Context: an optimization exercise on an open-source flow, tuned for small area, a short achievable clock period and few clock cycles per item. The choices shown serve that exercise and are no tape-out recipe.
In this exercise RTL edits were held to simulation tests only and were not proved equivalent to the original.
Power and IR drop assume default switching activity.

JK:
// dcache
module dcache (
	input  logic        clk,
	input  logic        rst_n,
	input  logic        dp_ren,
	input  logic        dp_wen,
	input  logic        dp_atomic,
	input  logic        dp_halt,
	input  logic [31:0] dp_addr,
	input  logic [31:0] dp_store,
	output logic        dp_hit,
	output logic [31:0] dp_load,
	output logic        dp_flushed,
	output logic        mem_ren,
	output logic        mem_wen,
	output logic [31:0] mem_addr,
	output logic [31:0] mem_store,
	input  logic        mem_busy,
	input  logic [31:0] mem_load
);
Size: ~200 I/O pins, about 73000 sq um of cells after synthesis.
Settings: LEC_CHECK=0, ABC_AREA=1, CAP_MARGIN=20, CORE_MARGIN=2, CORE_UTILIZATION=60, CTS_BUF_LIST=sky130_fd_sc_hd__clkbuf_8, SETUP_SLACK_MARGIN=2.8, SLEW_MARGIN=20, TNS_END_PERCENT=5; clock period 7.5 ns.
run.sh (not shown) runs the stock make flow with config.mk's settings and CLKGATE_MAP_FILE= SYNTH_SCRIPT=/design/flow/synth_recipe.tcl, a recipe that flattens the netlist after the stock synthesis.
Per the final summary, JK finished and its layout is clean on timing, DRC and antenna.
Testbench counts of JK, summed over its fixed seeds: cycles 18,969, accesses 8,000.
Edits applied to the flow inputs when going from JK to MS:
Settings: SETUP_SLACK_MARGIN: 2.8 -> 2.0.
[summary]
- Relative to JK, the length of routed met3 wiring of MS is lower by 24%.
- Total power on MS is ahead of JK.
- MS vs JK on synthesis-to-layout area growth: MS is the lower one.
- Re final cell count without fillers: JK was higher than MS.
- Re synthesized netlist cell count: no difference whatsoever between MS and JK.
Here is what was changed in the inputs of AL compared with MS.
Settings: SETUP_SLACK_MARGIN: 2.0 -> 2.4; CTS_BUF_LIST: sky130_fd_sc_hd__clkbuf_8 -> sky130_fd_sc_hd__clkbuf_4.
Results
- MS → AL: die extent in y essentially unchanged, total number of vias has increased, final cell utilization of the core increased by 1.9 points relative to the old numbers, sequential share of the synthesized area has remained practically unchanged, post-route clock period utilization fell by 3.7 points.
- [AL vs MS] global routing usage summed across all routing layers: higher in AL
- Higher largest fanout on the critical path goes to MS over AL.
#### Input delta (TR over AL)
Settings: SETUP_SLACK_MARGIN: 2.4 -> 2.0.
--- outcome ---
Wire: TR routes less than AL. From TR to AL, post-synthesis instance area did not move at all. Taking AL as the reference, in TR post-CTS resize count went down 236; proportion of total power due to net switching went down 0.23 points; via count of the first global-routing pass went down 777; portion of total power attributed to the clock network went up 0.3 points.
Setup changes, TR to PW
Settings: SETUP_SLACK_MARGIN changed from 2.0 to 2.4; CTS_BUF_LIST changed from sky130_fd_sc_hd__clkbuf_4 to sky130_fd_sc_hd__clkbuf_8.
Notes after the runs:
- PW vs TR — final non-filler cell total dropped 136.
- Critical path data arrival time, TR and PW: larger value in TR
- Post-route cell area on PW is behind TR.
- Minimum clock period is higher on TR
- Looking only at total power, and setting everything else aside, the higher value of TR and PW goes to PW.
- TR and PW ended up with nearly the same number of logic inverters in the finished layout.
- Compared to TR, the routing of PW uses more wire.
- PW vs. TR: CTS H-tree depth went down 1, required time at the endpoint of the critical path held.
- Re post-layout worst setup margin: PW is 0.25 ns up on TR.

The RTL this note starts from:
==> flow/design.v <==
`timescale 1ns/10ps
module dcache (
	input  logic        clk,
	input  logic        rst_n,
	input  logic        dp_ren,
	input  logic        dp_wen,
	input  logic        dp_atomic,
	input  logic        dp_halt,
	input  logic [31:0] dp_addr,
	input  logic [31:0] dp_store,
	output logic        dp_hit,
	output logic [31:0] dp_load,
	output logic        dp_flushed,
	output logic        mem_ren,
	output logic        mem_wen,
	output logic [31:0] mem_addr,
	output logic [31:0] mem_store,
	input  logic        mem_busy,
	input  logic [31:0] mem_load
);
	logic [7:0][1:0][1:0][31:0] dat_q;
	logic [7:0][1:0][25:0] tag_q;
	logic [7:0][1:0] valid_q;
	logic [7:0][1:0] dirty_q;
	logic [7:0] lru_q;
	logic res_valid_q;
	logic [31:0] res_addr_q;
	logic [1:0] cnt_q;
	logic halted_q;
	logic fl_word_q;
	logic fl_any_q;
	logic [2:0] fl_set_q;
	logic fl_way_q;
	logic [25:0] a_tag;
	logic [2:0] a_set;
	logic a_w;
	assign a_tag = dp_addr[31:6];
	assign a_set = dp_addr[5:3];
	assign a_w = dp_addr[2];
	logic flush_mode;
	logic access;
	assign flush_mode = halted_q;
	assign access = (dp_ren | dp_wen) & ~flush_mode;
	logic fl_wen;
	logic fl_clr;
	logic [15:0] dmask;
	logic fl_any;
	logic [2:0] fl_set;
	logic fl_way;
	assign fl_wen = halted_q & fl_any_q;
	assign fl_clr = fl_wen & fl_word_q & ~mem_busy;
	always_comb begin
		dmask = valid_q & dirty_q;
		if (fl_clr) begin
			dmask[{fl_set_q, fl_way_q}] = 1'b0;
		end
		fl_any = |dmask;
		fl_set = '0;
		fl_way = 1'b0;
		for (int i = 15; i >= 0; i--) begin
			if (dmask[i]) begin
				fl_set = 3'(i >> 1);
				fl_way = i[0];
			end
		end
	end
	always_ff @(posedge clk) begin
		fl_any_q <= fl_any;
		fl_set_q <= fl_set;
		fl_way_q <= fl_way;
	end
	logic [2:0] r_set;
	logic r_word;
	assign r_set = flush_mode ? fl_set_q : a_set;
	assign r_word = flush_mode ? fl_word_q : (a_w ^ cnt_q[0]);
	logic [25:0] t0, t1;
	logic [31:0] d0, d1;
	assign t0 = tag_q[r_set][0];
	assign t1 = tag_q[r_set][1];
	assign d0 = dat_q[r_set][0][r_word];
	assign d1 = dat_q[r_set][1][r_word];
	logic lru_cur;
	logic vic_dirty;
	logic [1:0] way_hit;
	logic hit;
	assign lru_cur = lru_q[a_set];
	assign vic_dirty = valid_q[a_set][lru_cur] & dirty_q[a_set][lru_cur];
	logic [7:0][1:0] match;
	always_comb begin
		for (int s = 0; s < 8; s++) begin
			for (int w = 0; w < 2; w++) begin
				match[s][w] = valid_q[s][w] & (tag_q[s][w] == a_tag);
			end
		end
	end
	assign way_hit = match[a_set];
	assign hit = |way_hit;
	logic x_way;
	logic [25:0] x_tag;
	assign x_way = flush_mode ? fl_way_q : lru_cur;
	assign x_tag = x_way ? t1 : t0;
	logic [1:0] step;
	logic miss;
	logic is_wb;
	logic is_rd;
	logic m_word;
	logic fin;
	assign step = {cnt_q[1] | ~vic_dirty, cnt_q[0]};
	assign miss = access & ~hit;
	assign is_wb = miss & ~step[1];
	assign is_rd = miss & step[1];
	assign m_word = a_w ^ step[1] ^ step[0];
	assign fin = step[1] & step[0];
	logic res_match;
	logic store_ok;
	logic fill_done;
	logic done;
	assign res_match = res_valid_q & (res_addr_q == dp_addr);
	assign store_ok = dp_wen & (~dp_atomic | res_match);
	assign fill_done = is_rd & ~mem_busy;
	assign done = access & (hit | (fin & ~mem_busy));
	assign dp_hit = done;
	assign dp_flushed = halted_q & ~fl_any_q;
	assign mem_ren = is_rd;
	assign mem_wen = is_wb | fl_wen;
	assign mem_addr = {(flush_mode | ~step[1]) ? x_tag : a_tag, r_set,
		flush_mode ? fl_word_q : m_word, 2'b00};
	assign mem_store = x_way ? d1 : d0;
	always_comb begin
		if (dp_wen & dp_atomic) begin
			dp_load = {31'b0, res_match};
		end else if (fin) begin
			dp_load = mem_load;
		end else begin
			dp_load = way_hit[1] ? d1 : d0;
		end
	end
	logic use_way;
	logic [31:0] wdata;
	logic hit_wr;
	assign use_way = hit ? way_hit[1] : lru_cur;
	assign hit_wr = access & hit & store_ok;
	assign wdata = (hit | (step[0] & store_ok)) ? dp_store : mem_load;
	always_ff @(posedge clk) begin
		for (int s = 0; s < 8; s++) begin
			for (int w = 0; w < 2; w++) begin
				for (int o = 0; o < 2; o++) begin
					if (a_set == 3'(s) && use_way == 1'(w) &&
						((hit_wr && a_w == 1'(o)) || (fill_done && m_word == 1'(o)))) begin
						dat_q[s][w][o] <= wdata;
					end
				end
				if (fill_done && fin && a_set == 3'(s) && lru_cur == 1'(w)) begin
					tag_q[s][w] <= a_tag;
				end
			end
		end
		if (done && dp_ren && dp_atomic) begin
			res_addr_q <= dp_addr;
		end
	end
	always_ff @(posedge clk, negedge rst_n) begin
		if (!rst_n) begin
			valid_q <= '0;
			dirty_q <= '0;
			lru_q <= '0;
			res_valid_q <= 1'b0;
			cnt_q <= '0;
			halted_q <= 1'b0;
			fl_word_q <= 1'b0;
		end else begin
			if (dp_halt) begin
				halted_q <= 1'b1;
			end
			if (done) begin
				cnt_q <= '0;
				lru_q[a_set] <= ~use_way;
				if (!hit) begin
					valid_q[a_set][lru_cur] <= 1'b1;
					dirty_q[a_set][lru_cur] <= store_ok;
				end else if (store_ok) begin
					dirty_q[a_set][use_way] <= 1'b1;
				end
				if (dp_atomic) begin
					res_valid_q <= dp_ren;
				end else if (dp_wen && res_match) begin
					res_valid_q <= 1'b0;
				end
			end else if (miss && !mem_busy) begin
				cnt_q <= cnt_q + 2'd1;
			end
			if (fl_wen && !mem_busy) begin
				fl_word_q <= ~fl_word_q;
			end
			if (fl_clr) begin
				dirty_q[fl_set_q][fl_way_q] <= 1'b0;
			end
		end
	end
endmodule
make LEC_CHECK=0 CAP_MARGIN=20 CORE_MARGIN=2 CORE_UTILIZATION=60 SETUP_SLACK_MARGIN=1.8 SLEW_MARGIN=20 TNS_END_PERCENT=5 finish   # period 7.5 ns
Testbench counts at the start, summed over its fixed seeds: cycles 18,969, accesses 8,000.
Edit:
Settings changed: SETUP_SLACK_MARGIN 1.8 to 2.8.
After rerunning:
- cell area grows by 5.8%
- core utilization went up by 4.2 points
- sequential share of layout area is lower by 3.0 points
- setup slack loses 0.045 ns
- synthesized cell count is unchanged
- power goes up by 2.8%
- die area stays the same
- routed wire length climbs by 5.6%

## afterwards: timing with drivers on the ports
Ports are ideal in the flow. The routed layouts listed here were re-timed in OpenROAD. Step 1 sets driving cells, clkbuf_16 on the clock port and buf_2 on the other inputs (assumed; they add their load-dependent delay and slew). Step 2 times the ports against the registers' clock, not the clock port: input delays grow and output delays shrink by t, the midpoint of the rising clock arrivals with the driver on. a / b / c = ideal / step 1 / step 2; a / b = the first two.
run	t, ns	slack for setup (ns)	worst setup path after step 2
JK	1.053	2.000 / 1.846 / 1.277	input to register
MS	1.060	1.599 / 1.561 / 1.252	input to register
AL	1.407	1.879 / 1.855 / 1.260	input to register
TR	1.370	1.758 / 1.716 / 1.319	input to register
PW	1.060	2.013 / 1.942 / 1.391	input to register
the first run of note 2	0.857	1.435 / 1.401 / 1.189	input to register
the second run of note 2	0.859	1.389 / 1.327 / 1.327	input to output
After both steps setup and hold are still met in every run listed. For JK, which loses most, drivers alone change the setup slack by -0.154 ns; drivers and shift together by -0.723 ns.
